What follows belongs to an exercise in optimizing a design on an open flow for small area; a production flow would make more cautious choices.
Function was checked by simulation only, so behaviour that the tests miss may differ from the original.
No activity file was given, so power comes from the tool's default toggle rates.

--- flow/config.mk ---
export PLATFORM = sky130hd
export DESIGN_NAME = regs_file
export DESIGN_NICKNAME = regs_file
export VERILOG_FILES = /design/flow/design.v
export SDC_FILE = /design/flow/constraint.sdc
export NUM_CORES = 4
export LEC_CHECK = 0
export CAP_MARGIN = 0
export CELL_PAD_IN_SITES_DETAIL_PLACEMENT = 1
export CELL_PAD_IN_SITES_GLOBAL_PLACEMENT = 2
export CORE_MARGIN = 2
export CORE_UTILIZATION = 40
export CTS_CLUSTER_DIAMETER = 70
export CTS_CLUSTER_SIZE = 20
export GPL_TIMING_DRIVEN = 0
export PLACE_DENSITY = 0.6
export SETUP_SLACK_MARGIN = 0.1
export SLEW_MARGIN = 0
export SYNTH_HIERARCHICAL = 1
--- flow/constraint.sdc ---
create_clock -name core_clock -period 6.5 [get_ports {clk}]
set_input_delay 1.3000 -clock core_clock [delete_from_list [all_inputs] [get_ports {clk}]]
set_output_delay 1.3000 -clock core_clock [all_outputs]
set_load 0.01 [all_outputs]
--- flow/design.v ---
package regs_pkg;
  localparam int unsigned XLEN         = 32;
  localparam int unsigned NREG         = 32;
  localparam int unsigned REG_AW       = 5;
  localparam int unsigned DBG_MAX_WAIT = 15;
  localparam logic [REG_AW-1:0] ZERO_REG = 5'd0;
endpackage
import regs_pkg::*;
module regs_dbg_ctrl (
  input  logic              clk,
  input  logic              rst_n,
  input  logic              dbg_req_i,
  input  logic              dbg_we_i,
  input  logic [regs_pkg::REG_AW-1:0] dbg_addr_i,
  input  logic [regs_pkg::XLEN-1:0]   dbg_wdata_i,
  input  logic              reg_wen_i,
  output logic              dbg_wr_en_c_o,
  output logic              dbg_rd_c_o,
  output logic [regs_pkg::REG_AW-1:0] dbg_wr_addr_o,
  output logic [regs_pkg::XLEN-1:0]   dbg_wr_data_o,
  output logic              dbg_ack_o,
  output logic              dbg_busy_o
);
  logic                        busy_q, ack_q;
  logic                        we_q;
  logic [regs_pkg::REG_AW-1:0] addr_q;
  logic [regs_pkg::XLEN-1:0]   wdata_q;
  logic [3:0]                  cnt_q;
  logic                        access, capture, done;
  assign access  = busy_q & ~ack_q;
  assign capture = ~busy_q & dbg_req_i;
  assign done    = access & (~we_q | ~reg_wen_i | (cnt_q == 4'd15));
  always_ff @(posedge clk) begin
    if (!rst_n) begin
      busy_q <= 1'b0;
      ack_q  <= 1'b0;
    end else begin
      busy_q <= capture | access;
      ack_q  <= done;
    end
  end
  always_ff @(posedge clk) begin
    cnt_q <= (access & we_q & reg_wen_i & rst_n) ? cnt_q + 4'd1 : 4'd0;
  end
  always_ff @(posedge clk) begin
    if (capture) begin
      we_q    <= dbg_we_i;
      addr_q  <= dbg_addr_i;
      wdata_q <= dbg_wdata_i;
    end
  end
  assign dbg_wr_en_c_o = done & we_q;
  assign dbg_rd_c_o    = access & ~we_q;
  assign dbg_wr_addr_o = addr_q;
  assign dbg_wr_data_o = wdata_q;
  assign dbg_ack_o     = ack_q;
  assign dbg_busy_o    = busy_q;
endmodule
import regs_pkg::*;
module rf_aoi222 (
  input  logic a1, a2, b1, b2, c1, c2,
  output logic y
);
  assign y = ~((a1 & a2) | (b1 & b2) | (c1 & c2));
endmodule
module rf_aoi22 (
  input  logic a1, a2, b1, b2,
  output logic y
);
  assign y = ~((a1 & a2) | (b1 & b2));
endmodule
module rf_nand2 (
  input  logic a, b,
  output logic y
);
  assign y = ~(a & b);
endmodule
module rf_inv (
  input  logic a,
  output logic y
);
  assign y = ~a;
endmodule
module rf_or11n (
  input  logic [10:0] n,
  output logic        y
);
  assign y = ~(&n[3:0]) | ~(&n[7:4]) | ~(&n[10:8]);
endmodule
module rf_rdbit (
  input  logic [31:1] sel,
  input  logic [31:1] q,
  input  logic        xs,
  input  logic        x,
  output logic        y
);
  logic [10:0] n;
  for (genvar g = 0; g < 10; g++) begin : g_grp
    rf_aoi222 u_aoi (
      .a1(sel[3*g+1]), .a2(q[3*g+1]),
      .b1(sel[3*g+2]), .b2(q[3*g+2]),
      .c1(sel[3*g+3]), .c2(q[3*g+3]),
      .y (n[g])
    );
  end
  rf_aoi22 u_last (.a1(sel[31]), .a2(q[31]), .b1(xs), .b2(x), .y(n[10]));
  rf_or11n u_or (.n(n), .y(y));
endmodule
module rf_rdbit_nx (
  input  logic [31:1] sel,
  input  logic [31:1] q,
  output logic        y
);
  logic [10:0] n;
  for (genvar g = 0; g < 10; g++) begin : g_grp
    rf_aoi222 u_aoi (
      .a1(sel[3*g+1]), .a2(q[3*g+1]),
      .b1(sel[3*g+2]), .b2(q[3*g+2]),
      .c1(sel[3*g+3]), .c2(q[3*g+3]),
      .y (n[g])
    );
  end
  rf_nand2 u_last (.a(sel[31]), .b(q[31]), .y(n[10]));
  rf_or11n u_or (.n(n), .y(y));
endmodule
module regs_file
(
  input  logic              clk,
  input  logic              rst_n,
  input  logic [regs_pkg::REG_AW-1:0] rs1_addr,
  input  logic [regs_pkg::REG_AW-1:0] rs2_addr,
  output logic [regs_pkg::XLEN-1:0]   rs1_data,
  output logic [regs_pkg::XLEN-1:0]   rs2_data,
  input  logic              reg_wen,
  input  logic [regs_pkg::REG_AW-1:0] reg_waddr,
  input  logic [regs_pkg::XLEN-1:0]   reg_wdata,
  input  logic              dbg_req,
  input  logic              dbg_we,
  input  logic [regs_pkg::REG_AW-1:0] dbg_addr_i,
  input  logic [regs_pkg::XLEN-1:0]   dbg_wdata_i,
  output logic              dbg_ack,
  output logic [regs_pkg::XLEN-1:0]   dbg_rdata,
  output logic              dbg_busy
);
  logic [XLEN-1:0]   regs_q [1:NREG-1];
  logic              dbg_wr_en_c;
  logic              dbg_rd_c;
  logic [REG_AW-1:0] dbg_addr;
  logic [XLEN-1:0]   dbg_wdata;
  logic [XLEN-1:0]   dbg_rdata_q, dbg_rdata_d;
  logic [XLEN-1:0]   core_bus;
  regs_dbg_ctrl u_dbg_ctrl (
    .clk           (clk),
    .rst_n         (rst_n),
    .dbg_req_i     (dbg_req),
    .dbg_we_i      (dbg_we),
    .dbg_addr_i    (dbg_addr_i),
    .dbg_wdata_i   (dbg_wdata_i),
    .reg_wen_i     (reg_wen),
    .dbg_wr_en_c_o (dbg_wr_en_c),
    .dbg_rd_c_o    (dbg_rd_c),
    .dbg_wr_addr_o (dbg_addr),
    .dbg_wr_data_o (dbg_wdata),
    .dbg_ack_o     (dbg_ack),
    .dbg_busy_o    (dbg_busy)
  );
  assign core_bus = reg_wdata & {XLEN{rst_n}};
  logic [NREG-1:1] sel_rd1, sel_rd2, sel_rdd;
  logic            rdd_hold;
  assign rdd_hold = rst_n & ~dbg_rd_c;
  for (genvar r = 1; r < NREG; r++) begin : g_row
    logic sel_dbg, sel_core, hold;
    assign sel_dbg  = rst_n & dbg_wr_en_c & (dbg_addr == REG_AW'(r));
    assign sel_core = ~rst_n | (reg_wen & (reg_waddr == REG_AW'(r)) & ~sel_dbg);
    assign hold     = ~(sel_dbg | sel_core);
    for (genvar b = 0; b < XLEN; b++) begin : g_bit
      logic d_n, d;
      rf_aoi222 u_wsel (
        .a1(sel_core), .a2(core_bus[b]),
        .b1(sel_dbg),  .b2(dbg_wdata[b]),
        .c1(hold),     .c2(regs_q[r][b]),
        .y (d_n)
      );
      rf_inv u_winv (.a(d_n), .y(d));
      always_ff @(posedge clk) regs_q[r][b] <= d;
    end
    assign sel_rd1[r] = rst_n & (rs1_addr == REG_AW'(r));
    assign sel_rd2[r] = rst_n & (rs2_addr == REG_AW'(r));
    assign sel_rdd[r] = rst_n & dbg_rd_c & (dbg_addr == REG_AW'(r));
  end
  for (genvar b = 0; b < XLEN; b++) begin : g_rd
    logic [NREG-1:1] col;
    for (genvar r = 1; r < NREG; r++) begin : g_col
      assign col[r] = regs_q[r][b];
    end
    rf_rdbit_nx u_rd1 (.sel(sel_rd1), .q(col), .y(rs1_data[b]));
    rf_rdbit_nx u_rd2 (.sel(sel_rd2), .q(col), .y(rs2_data[b]));
    rf_rdbit    u_rdd (.sel(sel_rdd), .q(col), .xs(rdd_hold), .x(dbg_rdata_q[b]),
                       .y(dbg_rdata_d[b]));
  end
  always_ff @(posedge clk) dbg_rdata_q <= dbg_rdata_d;
  assign dbg_rdata = dbg_rdata_q;
endmodule
--- flow/flow/run.sh ---
#!/bin/bash
# Standard ORFS layout with small port buffers, explicit buffering of high-fanout nets before
# repair_design, and no CTS dummy loads.
set -euo pipefail
export BUFFER_PORTS_ARGS="-buffer_cell sky130_fd_sc_hd__buf_1"
export PRE_RESIZE_TCL="$PWD/flow/presize.tcl"
export CTS_ARGS="-sink_clustering_enable -repair_clock_nets -dont_use_dummy_load -sink_clustering_size 20 -sink_clustering_max_diameter 70"
bash standard.sh > standard.log 2>&1
--- flow/flow/presize.tcl ---
# Run before ORFS's repair_design (PRE_RESIZE_TCL). Every high-fanout signal net gets the
set ::db [ord::get_db]
estimate_parasitics -placement
set block [ord::get_db_block]
set rpt [file join $::env(OBJECTS_DIR) presize_slew.rpt]
set lib_up {nor2_1 nor2_2 nand2_1 nand2_2 and2_0 and2_2 and2_1 and2_2 and3_1 and3_2
            and4_1 and4_2 or2_0 or2_2 or2_1 or2_2 or3_1 or3_2 nor2b_1 nor2b_2 and2b_1 and2b_2
            inv_1 inv_2 buf_1 buf_2 clkbuf_1 buf_2}

proc presize_violators {rpt} {
  estimate_parasitics -placement
  report_check_types -max_slew -max_capacitance -violators > $rpt
  set f [open $rpt r]
  set insts {}
  while {[gets $f line] >= 0} {
    if {[regexp {^(\S+)/\S+\s+[-0-9.]+\s+[-0-9.]+\s+[-0-9.]+ \(VIOLATED\)} [string trim $line] -> inst]} {
      dict set insts $inst 1
    }
  }
  close $f
  return [dict keys $insts]
}

# Synthesis sized some gates for loads it could not see: start every combinational gate
# that has a drive-1 twin of the same footprint family at drive 1.
set down 0
foreach inst [$block getInsts] {
  set m [[$inst getMaster] getName]
  if {![regexp {^(sky130_fd_sc_hd__(a|o|nand|nor|and|or|xor|xnor|inv|mux)[0-9a-z]*)_([248])$} $m -> base]} continue
  if {[string match *input* [$inst getName]] || [string match *output* [$inst getName]]} continue
  foreach sz {1 0} {
    if {[$::db findMaster ${base}_$sz] ne "NULL"} {
      replace_cell [$inst getName] ${base}_$sz
      incr down
      break
    }
  }
}
puts "presize: $down gates down to drive 1"
estimate_parasitics -placement

set sized {}
set tobuf {}
foreach net [$block getNets] {
  if {[$net getSigType] != "SIGNAL"} continue
  set n [llength [$net getITerms]]
  if {$n <= 16 || $n >= 200} continue
  set drv ""
  foreach it [$net getITerms] { if {[$it isOutputSignal]} { set drv [$it getInst] } }
  if {$drv eq ""} continue
  set m [string map {sky130_fd_sc_hd__ ""} [[$drv getMaster] getName]]
  set i [lsearch -exact $lib_up $m]
  if {$i >= 0 && $i % 2 == 0} {
    dict set sized [$drv getName] [list $m [$net getName] [lindex $lib_up [expr {$i + 1}]]]
  } else {
    lappend tobuf [$net getName]
  }
}
foreach netname $tobuf {
  insert_buffer -buffer_cell sky130_fd_sc_hd__buf_2 -net [get_nets $netname] -buffer_name presz
}
set nbuf [llength $tobuf]
dict for {inst v} $sized {
  replace_cell $inst sky130_fd_sc_hd__[lindex $v 2]
}
puts "presize: upsized [dict size $sized] drivers, buffered $nbuf nets"

# Drivers still too weak go back to their size and get a buffer.
set back {}
foreach inst [presize_violators $rpt] {
  if {[dict exists $sized $inst]} { lappend back $inst }
}
foreach inst $back {
  insert_buffer -buffer_cell sky130_fd_sc_hd__buf_2 -net [get_nets [lindex [dict get $sized $inst] 1]] -buffer_name presz
}
foreach inst $back {
  replace_cell $inst sky130_fd_sc_hd__[lindex [dict get $sized $inst] 0]
}
set back [llength $back]
puts "presize: $back drivers buffered instead"

# Buffers still too weak become buf_4.
set up 0
foreach inst [presize_violators $rpt] {
  set c [[[$block findInst $inst] getMaster] getName]
  if {[string match presz* $inst] && $c eq "sky130_fd_sc_hd__buf_2"} {
    replace_cell $inst sky130_fd_sc_hd__buf_4
    incr up
  }
}
puts "presize: $up buffers upsized to buf_4"
puts "presize: [llength [presize_violators $rpt]] instances still at a slew or cap violation"
--- flow/standard.sh ---
#!/bin/bash
# synth_recipe.tcl (not shown) runs the flow's synth.tcl, then flattens the netlist and writes it again
# the make line also repeats each setting of config.mk as NAME=value (left out here)
make -C /OpenROAD-flow-scripts/flow DESIGN_CONFIG=/design/flow/config.mk WORK_HOME=/design/flow/orfs CLKGATE_MAP_FILE= SYNTH_SCRIPT=/design/flow/synth_recipe.tcl "${@:-finish}"
==> flow_metrics.env, run 1 <==
export IMPL_power_density_nw_per_um2=267
export IMPL_timing_final_crit_share_pct=100
export IMPL_slew_headroom_pct=-2.66
export IMPL_drt_iter0_drc=20300
export IMPL_boundaryPins=187
export IMPL_grt_pass1_vias=57600
export IMPL_clock_latency_ns=0.74
export IMPL_rows=129
export IMPL_ys_warn_count=10
export IMPL_clkTransAtPathRegs_ns=0.08
export IMPL_worstPathCellList="buf_1, clkbuf_2, nor2b_1, nand2_1, nor2_1, clkbuf_4, a222oi_1, nand4_1, or3_1, buf_1"
export IMPL_clock_sinks=1068
export IMPL_cts_buffer_depth=3
export IMPL_dp_cells=6895
export IMPL_peakVddDrop_v=0.000246
export IMPL_nets=5446
export IMPL_async_flop_share_pct=0
export IMPL_antenna_left=0
export IMPL_syn_area_um2=49800
export IMPL_syn_num_nets=4943
export IMPL_p_leak_uw=0.0248
export IMPL_grtUsageTotal_pct=49.4
export IMPL_maxSlewViolCount=134
export IMPL_vias=61300
export IMPL_hp_class="flip-flop to flip-flop"
export IMPL_synth_edff_count=38
export IMPL_wl_per_cell_um=47.9
export IMPL_grt_max_degree=40
export IMPL_cts_tree="done"
export IMPL_final_cells=6997
export IMPL_multi_input_area_um2=24100
export IMPL_drc=0
export IMPL_cap_viol_max_count=2
export IMPL_hold_viol_final=0
export IMPL_drive_gt1_share_pct=6.61
export IMPL_synthCells=4853
export IMPL_start_kind="input pin"
export IMPL_netlist_area_leader_share_pct=41.4
export IMPL_outcome="finished with violations"
export IMPL_via_per_inst=8.76
export IMPL_cp_buffers_inverters=4
export IMPL_synth_common_cells="a222oi_1 (1952), dfxtp_1 (1030), inv_1 (993)"
export IMPL_total_power_uw=14900
export IMPL_cpPeakStageDelay_ns=0.81
export IMPL_cp_common_cell="buf_1"
export IMPL_yosysMostFrequentCell="a222oi_1"
export IMPL_hold_buffers=0
export IMPL_die_w_um=357
export IMPL_finalSetupViolations=1
export IMPL_start_util_pct=40.3
export IMPL_end_kind="output port"
export IMPL_antenna_found_initial=22
export IMPL_crit_family="simple AND/OR/NAND/NOR gates"
export IMPL_numPortBuffers=186
export IMPL_worst_pin_slew_ns=1.54
export IMPL_place_congestion=1.00
export IMPL_first_pass_iters=21
export IMPL_max_freq_mhz=154
export IMPL_ys_seq_elements=1068
export IMPL_final_setup_worst_slack_ns=-0.00812
export IMPL_h_tree_depth=3
export IMPL_cp_data_required_time_ns=5.20
export IMPL_overflow=0
export IMPL_hpwl_um=179000
export IMPL_crit_fanout=32
export IMPL_regArea_um2=21800
export IMPL_syn_to_final_growth_pct=12.4
export IMPL_rsz0062_at_grt="false"
export IMPL_postSynthAreaPerCell_um2=10.3
export IMPL_synth_largest_area_cell="dfxtp_1"
export IMPL_cts_root_buffer="clkbuf_16"
export IMPL_cp_arrival_ns=5.21
export IMPL_failed_checks="capacitance limit, slew limit, setup timing"
export IMPL_clock_skew_final_ns=0.0547
export IMPL_die_area_um2=127000
export IMPL_synth_area_top_cells="dfxtp_1 (41%), a222oi_1 (39%), inv_1 (7.5%)"
export IMPL_cts_made_buffers=96
export IMPL_grt_pass1_wl_um=447000
export IMPL_seq_area_frac_synth_pct=43.7
export IMPL_synth_main_ff_cell="dfxtp_1"
export IMPL_ys_types=36
export IMPL_fill_cells=14000
export IMPL_period_needed_ns=6.51
export IMPL_crit_slowest_cell="nand4_1"
export IMPL_routed_wirelength_um=335000
export IMPL_path_class="input pin to output port"
export IMPL_design_core_area_um2=124000
export IMPL_die_y_um=357
==> cells in the final DEF, fill, tap and decap left out, drive strengths merged, types with 2 or more instances in the layout <==
cell type and n:
or2 6, nand3b 2, o21ai 7, nor3 7, edfxtp 38, nand4bb 8
nand4b 7, diode 6, buf 402, and2 32, or3 96, nand2b 8
nand3 107, nor2b 40, clkbuf 124, nand4 197, o21a 25, a22oi 32
a222oi 1952, inv 993, or4b 3, nand2 77, nor2 155, dfxtp 1030
==> area by class of cell <==
type / instances / area share (%)
multi-input cells: 2767 / 43.0
diodes: 6 / 0.0268
flip-flops and latches: 1068 / 38.8
plain buffers: 25 / 0.181
well taps: 1637 / 3.66
inverters: 993 / 6.65
repair buffers: 405 / 3.32
clock buffers: 96 / 4.29
==> kinds of logic after synthesis <==
family / count (synthesis) / share of synthesized area, %
simple gates: 747 / 8.15
compound gates: 2017 / 40.5
xor+xnor: 2 / 0.0351
buf+inv: 1018 / 7.68
flops: 1068 / 43.7
fa+ha+maj: 1 / 0.0251
==> per-stage QoR <==
stage                     utilization (%)  instance area [um2]  setup slack (ns)  TNS [ns]  hold WS (ns)
after CTS                            45.3                56000            0.0670         0         0.458
after floorplan                         -                49800              1.41         0         0.418
after global routing                 45.3                56000             0.117         0         0.477
final                                45.3                56000          -0.00812  -0.00812         0.455
after detailed placement             43.3                53500           -0.0716    -0.104         0.441
after global placement               42.5                52600             -8.13  -4222.02         0.433
==> path summary, 6_finish.rpt <==
kind                                                startpoint                        endpoint  slack, ns  cells past startpoint
worst max-delay path                                     rst_n                    rs1_data[27]     -0.008                     10
worst min-delay path            u_dbg_ctrl.cnt_q[0]$_SDFF_PN0_  u_dbg_ctrl.cnt_q[0]$_SDFF_PN0_       0.45                      1
worst min register to register  u_dbg_ctrl.cnt_q[0]$_SDFF_PN0_  u_dbg_ctrl.cnt_q[0]$_SDFF_PN0_       0.45                      1
worst max register to register    u_dbg_ctrl.busy_q$_SDFF_PN0_          regs_q[19][17]$_DFF_P_       2.10                     11
==> registers in the layout (all words and copies together), names as in the netlist <==
name                count
u_dbg_ctrl.wdata_q     32
u_dbg_ctrl.cnt_q        4
u_dbg_ctrl.addr_q       5
u_dbg_ctrl.we_q         1
u_dbg_ctrl.ack_q        1
dbg_rdata_q            32
regs_q                992
u_dbg_ctrl.busy_q       1
==> timing repair <==
item                       in CTS  in global routing
pin swaps                       0                  1
setup endpoints to repair      18                 64
setup buffers                   0                  0
resized for setup              11                 23
==> Yosys stat by module, one instance, submodules excluded, a selection <==
module | flops+latches | cells inside | cell area [um2] | times used
rf_aoi22 | 0 | 1 | 12.5 | 32
rf_aoi222 | 0 | 1 | 10.0 | 1952
regs_dbg_ctrl | 44 | 64 | 1400 | 1
rf_nand2 | 0 | 1 | 3.75 | 64
rf_inv | 0 | 1 | 3.75 | 992
rf_or11n | 0 | 4 | 23.8 | 96
regs_file | 1024 | 1365 | 22300 | 1
==> routing by layer <==
metal	track usage (%)	vias up	part of all wire, %
li1	-	23200	-
met1	60.6	30400	34
met2	69.0	6187	40
met3	19.8	1470	17
met4	37.4	16	8.7
met5	1.04	-	0.061
==> report_power, final <==
| group | switching, uW | leakage [uW] | internal [uW] |
|---|---|---|---|
| Sequential | 582 | 0.00892 | 7140 |
| Clock | 2650 | 0.00118 | 2580 |
| Combinational | 1380 | 0.0147 | 600 |
| Total | 4620 | 0.0248 | 10300 |
==> run 2: changes to the inputs <==
--- a/flow/design.v
+++ b/flow/design.v
@@ -164,15 +164,15 @@
     .dbg_ack_o     (dbg_ack),
     .dbg_busy_o    (dbg_busy)
   );
-  assign core_bus = reg_wdata & {XLEN{rst_n}};
+  assign core_bus = reg_wdata;
   logic [NREG-1:1] sel_rd1, sel_rd2, sel_rdd;
   logic            rdd_hold;
   assign rdd_hold = rst_n & ~dbg_rd_c;
   for (genvar r = 1; r < NREG; r++) begin : g_row
     logic sel_dbg, sel_core, hold;
     assign sel_dbg  = rst_n & dbg_wr_en_c & (dbg_addr == REG_AW'(r));
-    assign sel_core = ~rst_n | (reg_wen & (reg_waddr == REG_AW'(r)) & ~sel_dbg);
-    assign hold     = ~(sel_dbg | sel_core);
+    assign sel_core = rst_n & reg_wen & (reg_waddr == REG_AW'(r)) & ~sel_dbg;
+    assign hold     = rst_n & ~(sel_dbg | sel_core);
     for (genvar b = 0; b < XLEN; b++) begin : g_bit
       logic d_n, d;
       rf_aoi222 u_wsel (
==> flow/flow/run.sh (replaced) <==
#!/bin/bash
# Standard ORFS layout with small port buffers, explicit buffering of high-fanout nets before
# repair_design, and no CTS dummy loads.
set -euo pipefail
export BUFFER_PORTS_ARGS="-buffer_cell sky130_fd_sc_hd__buf_1"
export PRE_RESIZE_TCL="$PWD/flow/presize.tcl"
export CTS_ARGS="-sink_clustering_enable -repair_clock_nets -dont_use_dummy_load -sink_clustering_size 25 -sink_clustering_max_diameter 90"
bash standard.sh > standard.log 2>&1
--- a/flow/flow/presize.tcl
+++ b/flow/flow/presize.tcl
@@ -1,5 +1,6 @@
-# Run before ORFS's repair_design (PRE_RESIZE_TCL). Every high-fanout signal net gets the
 set ::db [ord::get_db]
+# Aim below the library's 1.5 ns max slew, as extraction after routing reads higher.
+set_max_transition 1.2 [current_design]
 estimate_parasitics -placement
 set block [ord::get_db_block]
 set rpt [file join $::env(OBJECTS_DIR) presize_slew.rpt]
@@ -82,11 +83,14 @@
 # Buffers still too weak become buf_4.
 set up 0
 foreach inst [presize_violators $rpt] {
-  set c [[[$block findInst $inst] getMaster] getName]
-  if {[string match presz* $inst] && $c eq "sky130_fd_sc_hd__buf_2"} {
+  if {![string match presz* $inst]} continue
+  set obj [$block findInst $inst]
+  if {$obj eq "NULL"} continue
+  if {[[$obj getMaster] getName] eq "sky130_fd_sc_hd__buf_2"} {
     replace_cell $inst sky130_fd_sc_hd__buf_4
     incr up
   }
 }
 puts "presize: $up buffers upsized to buf_4"
 puts "presize: [llength [presize_violators $rpt]] instances still at a slew or cap violation"
+set_max_transition 1.5 [current_design]
==> flow/config.mk (replaced) <==
export PLATFORM = sky130hd
export DESIGN_NAME = regs_file
export DESIGN_NICKNAME = regs_file
export VERILOG_FILES = /design/flow/design.v
export SDC_FILE = /design/flow/constraint.sdc
export NUM_CORES = 4
export LEC_CHECK = 0
export CAP_MARGIN = 15
export CELL_PAD_IN_SITES_DETAIL_PLACEMENT = 1
export CELL_PAD_IN_SITES_GLOBAL_PLACEMENT = 2
export CORE_MARGIN = 2
export CORE_UTILIZATION = 40
export CTS_CLUSTER_DIAMETER = 90
export CTS_CLUSTER_SIZE = 25
export GPL_TIMING_DRIVEN = 0
export PLACE_DENSITY = 0.6
export SETUP_SLACK_MARGIN = 0.3
export SLEW_MARGIN = 15
export SYNTH_HIERARCHICAL = 1
==> flow_metrics.env, run 2 <==
export IMPL_outcome="complete, no violations"
export IMPL_wl_per_cell_um=48.3
export IMPL_peakVddDrop_v=0.000239
export IMPL_cpPeakStageDelay_ns=0.75
export IMPL_max_freq_mhz=157
export IMPL_via_per_inst=8.75
export IMPL_cp_data_required_time_ns=5.20
export IMPL_start_util_pct=40.3
export IMPL_synth_area_top_cells="dfxtp_1 (41%), a222oi_1 (39%), inv_1 (7.5%)"
export IMPL_numPortBuffers=186
export IMPL_timing_final_crit_share_pct=97.9
export IMPL_synth_edff_count=38
export IMPL_syn_to_final_growth_pct=10.5
export IMPL_grt_max_degree=40
export IMPL_reg2reg_depth=11
export IMPL_hold_viol_final=0
export IMPL_hpwl_um=177000
export IMPL_timing_rr_start="u_dbg_ctrl.busy_q$_SDFF_PN0_"
export IMPL_fill_cells=14000
export IMPL_die_y_um=357
export IMPL_drc=0
export IMPL_grt_pass1_vias=57100
export IMPL_ys_warn_count=10
export IMPL_timing_rr_end="regs_q[23][12]$_DFF_P_"
export IMPL_crit_end="rs1_data[5]"
export IMPL_place_congestion=1.03
export IMPL_vias=60800
export IMPL_path_class="input pin to output port"
export IMPL_synthCells=4830
export IMPL_syn_num_nets=4920
export IMPL_design_core_area_um2=124000
export IMPL_antenna_found_initial=17
export IMPL_grtUsageTotal_pct=49.5
export IMPL_crit_start="rst_n"
export IMPL_die_area_um2=127000
export IMPL_cts_made_buffers=55
export IMPL_drive_gt1_share_pct=6.19
export IMPL_end_kind="output port"
export IMPL_hp_class="flip-flop to flip-flop"
export IMPL_cp_arrival_ns=5.06
export IMPL_antenna_left=0
export IMPL_boundaryPins=187
export IMPL_largestRegisters="regs_q (992), dbg_rdata_q (32), u_dbg_ctrl.wdata_q (32)"
export IMPL_cts_tree="done"
export IMPL_overflow=0
export IMPL_first_pass_iters=17
export IMPL_slew_headroom_pct=2.02
export IMPL_cap_viol_max_count=0
export IMPL_final_cells=6946
export IMPL_dp_cells=6873
export IMPL_rows=129
export IMPL_worstPathCellList="buf_1, buf_2, clkbuf_1, nand4_1, nor2_1, clkbuf_4, a222oi_1, nand4_1, or3_4, buf_1"
export IMPL_period_needed_ns=6.36
export IMPL_worst_pin_slew_ns=1.47
export IMPL_synth_largest_area_cell="dfxtp_1"
export IMPL_cts_root_buffer="clkbuf_16"
export IMPL_die_w_um=357
export IMPL_netlist_area_leader_share_pct=41.4
export IMPL_yosysMostFrequentCell="a222oi_1"
export IMPL_largest_reg_flops=992
export IMPL_clock_skew_final_ns=0.0587
export IMPL_clkTransAtPathRegs_ns=0.10
export IMPL_drt_iter0_drc=21500
export IMPL_syn_area_um2=49800
export IMPL_postSynthAreaPerCell_um2=10.3
export IMPL_power_density_nw_per_um2=210
export IMPL_setup_tns_final_ns=0
export IMPL_post_cts_resized=8
export IMPL_routed_wirelength_um=335000
export IMPL_synth_common_cells="a222oi_1 (1952), dfxtp_1 (1030), inv_1 (993)"
export IMPL_nets=5388
export IMPL_finalSetupViolations=0
export IMPL_crit_fanout=32
export IMPL_h_tree_depth=2
export IMPL_rsz0062_at_grt="true"
export IMPL_mostFrequentLayoutCells="a222oi_1 (1952), dfxtp_1 (1030), inv_1 (993), buf_2 (214), nand4_1 (204)"
export IMPL_clock_latency_ns=0.76
export IMPL_start_kind="input pin"
export IMPL_clock_sinks=1068
export IMPL_synth_main_ff_cell="dfxtp_1"
export IMPL_ys_seq_elements=1068
export IMPL_hold_buffers=0
export IMPL_async_flop_share_pct=0
export IMPL_regMostFlops="regs_q"
export IMPL_p_leak_uw=0.0257
export IMPL_grt_pass1_wl_um=447000
export IMPL_rrSetupSlack_ns=2.14
export IMPL_cts_buffer_depth=3
export IMPL_post_cts_buffers=0
export IMPL_crit_slowest_cell="nand4_1"
export IMPL_maxSlewViolCount=0
export IMPL_seq_area_frac_synth_pct=43.7
export IMPL_ys_types=43
export IMPL_mostFrequentLayoutCell="a222oi_1"
## run 2: layer usage
layer / up-vias / global-route usage, % / share of wire [%]
met5: - / 1.52 / 0.076
met4: 16 / 35.3 / 8.5
met3: 1398 / 19.5 / 18
met2: 6309 / 67.9 / 39
met1: 29900 / 62.6 / 34
li1: 23100 / - / -
## run 2: worst max-delay path, delay by kind of cell
family	cells	cell delay (ns)
simple gates	4	1.80
buf+inv	5	1.41
compound gates	1	0.53
## run 2: kinds of logic after synthesis
| kind of cell | count (synthesis) | share of synthesized area (%) |
|---|---|---|
| compound gates | 1998 | 40.2 |
| flops | 1068 | 43.7 |
| buf+inv | 1026 | 7.81 |
| simple gates | 735 | 8.23 |
| xor+xnor | 2 | 0.0352 |
| fa+ha+maj | 1 | 0.0251 |
## run 2: how the worst min path moves through the flow
stage | start | endpoint | cells after the start
finish | u_dbg_ctrl.cnt_q[0]$_SDFF_PN0_ | u_dbg_ctrl.cnt_q[0]$_SDFF_PN0_ | 1
detailed placement | u_dbg_ctrl.cnt_q[0]$_SDFF_PN0_ | u_dbg_ctrl.cnt_q[0]$_SDFF_PN0_ | 1
global placement | u_dbg_ctrl.cnt_q[0]$_SDFF_PN0_ | u_dbg_ctrl.cnt_q[0]$_SDFF_PN0_ | 1
global route | u_dbg_ctrl.cnt_q[0]$_SDFF_PN0_ | u_dbg_ctrl.cnt_q[0]$_SDFF_PN0_ | 1
floorplan | u_dbg_ctrl.cnt_q[0]$_SDFF_PN0_ | u_dbg_ctrl.cnt_q[0]$_SDFF_PN0_ | 1
CTS | u_dbg_ctrl.cnt_q[0]$_SDFF_PN0_ | u_dbg_ctrl.cnt_q[0]$_SDFF_PN0_ | 1
## run 2: power breakdown
part	total, uW	switching (uW)	internal (uW)
Combinational	911	784	128
Clock	3920	2420	1500
Sequential	6720	68.6	6650
## run 2: Yosys stat by module (local to each module, per instance), a selection
module / cell area [um2] / cells
regs_dbg_ctrl: 1400 / 64
regs_file: 22200 / 1342
rf_aoi22: 12.5 / 1
rf_aoi222: 10.0 / 1
rf_inv: 3.75 / 1
rf_nand2: 3.75 / 1
rf_or11n: 23.8 / 4
## run 2: final cells by class
class                           count  area (um2)  share of cell area [%]
Clock buffer                       55        1380                    2.50
Tap cell                         1637        2050                    3.72
Antenna cell                       13        32.5                  0.0591
Inverter                          993        3730                    6.77
Timing Repair Buffer              411        2060                    3.74
Buffer                             33         163                   0.296
Multi-Input combinational cell   2736       23900                    43.4
Sequential cell                  1068       21800                    39.5
## run 2: stage by stage
step	hold slack, ns	instance area, um2	setup slack (ns)	total power (uW)	utilization, %
floorplan	0.418	49800	1.26	7170	-
global placement	0.434	52500	-5.68	7680	42.5
detailed placement	0.438	53400	0.215	7700	43.2
CTS	0.457	54800	0.309	11500	44.3
global route	0.489	55000	0.229	11800	44.5
finish	0.453	55000	0.138	11600	44.5

## static timing again, ports no longer ideal
How much do the figures lean on ideal ports? The routed layouts below were timed once more, with nothing changed but the port constraints. Step 1 (the two cells are an assumption about what drives the block):
set clk [get_ports {clk}]
set_driving_cell -lib_cell sky130_fd_sc_hd__clkbuf_16 $clk
set_driving_cell -lib_cell sky130_fd_sc_hd__buf_2 [delete_from_list [all_inputs] $clk]
Step 2, shift: input delay + t, output delay - t, t = (earliest + latest rising clock arrival at the registers) / 2. This alone moves slack from input paths to output paths. a / b / c = no drivers / after step 1 / after step 2; a / b = the first two.
run	t, ns	slack for setup (ns)	latest minus earliest clock arrival (ns)	cell pins on the clock port's net
run 1	0.798	-0.008 / -0.029 / -0.029	0.056 / 0.055	1
run 2	0.818	0.138 / 0.117 / 0.117	0.058 / 0.059	1
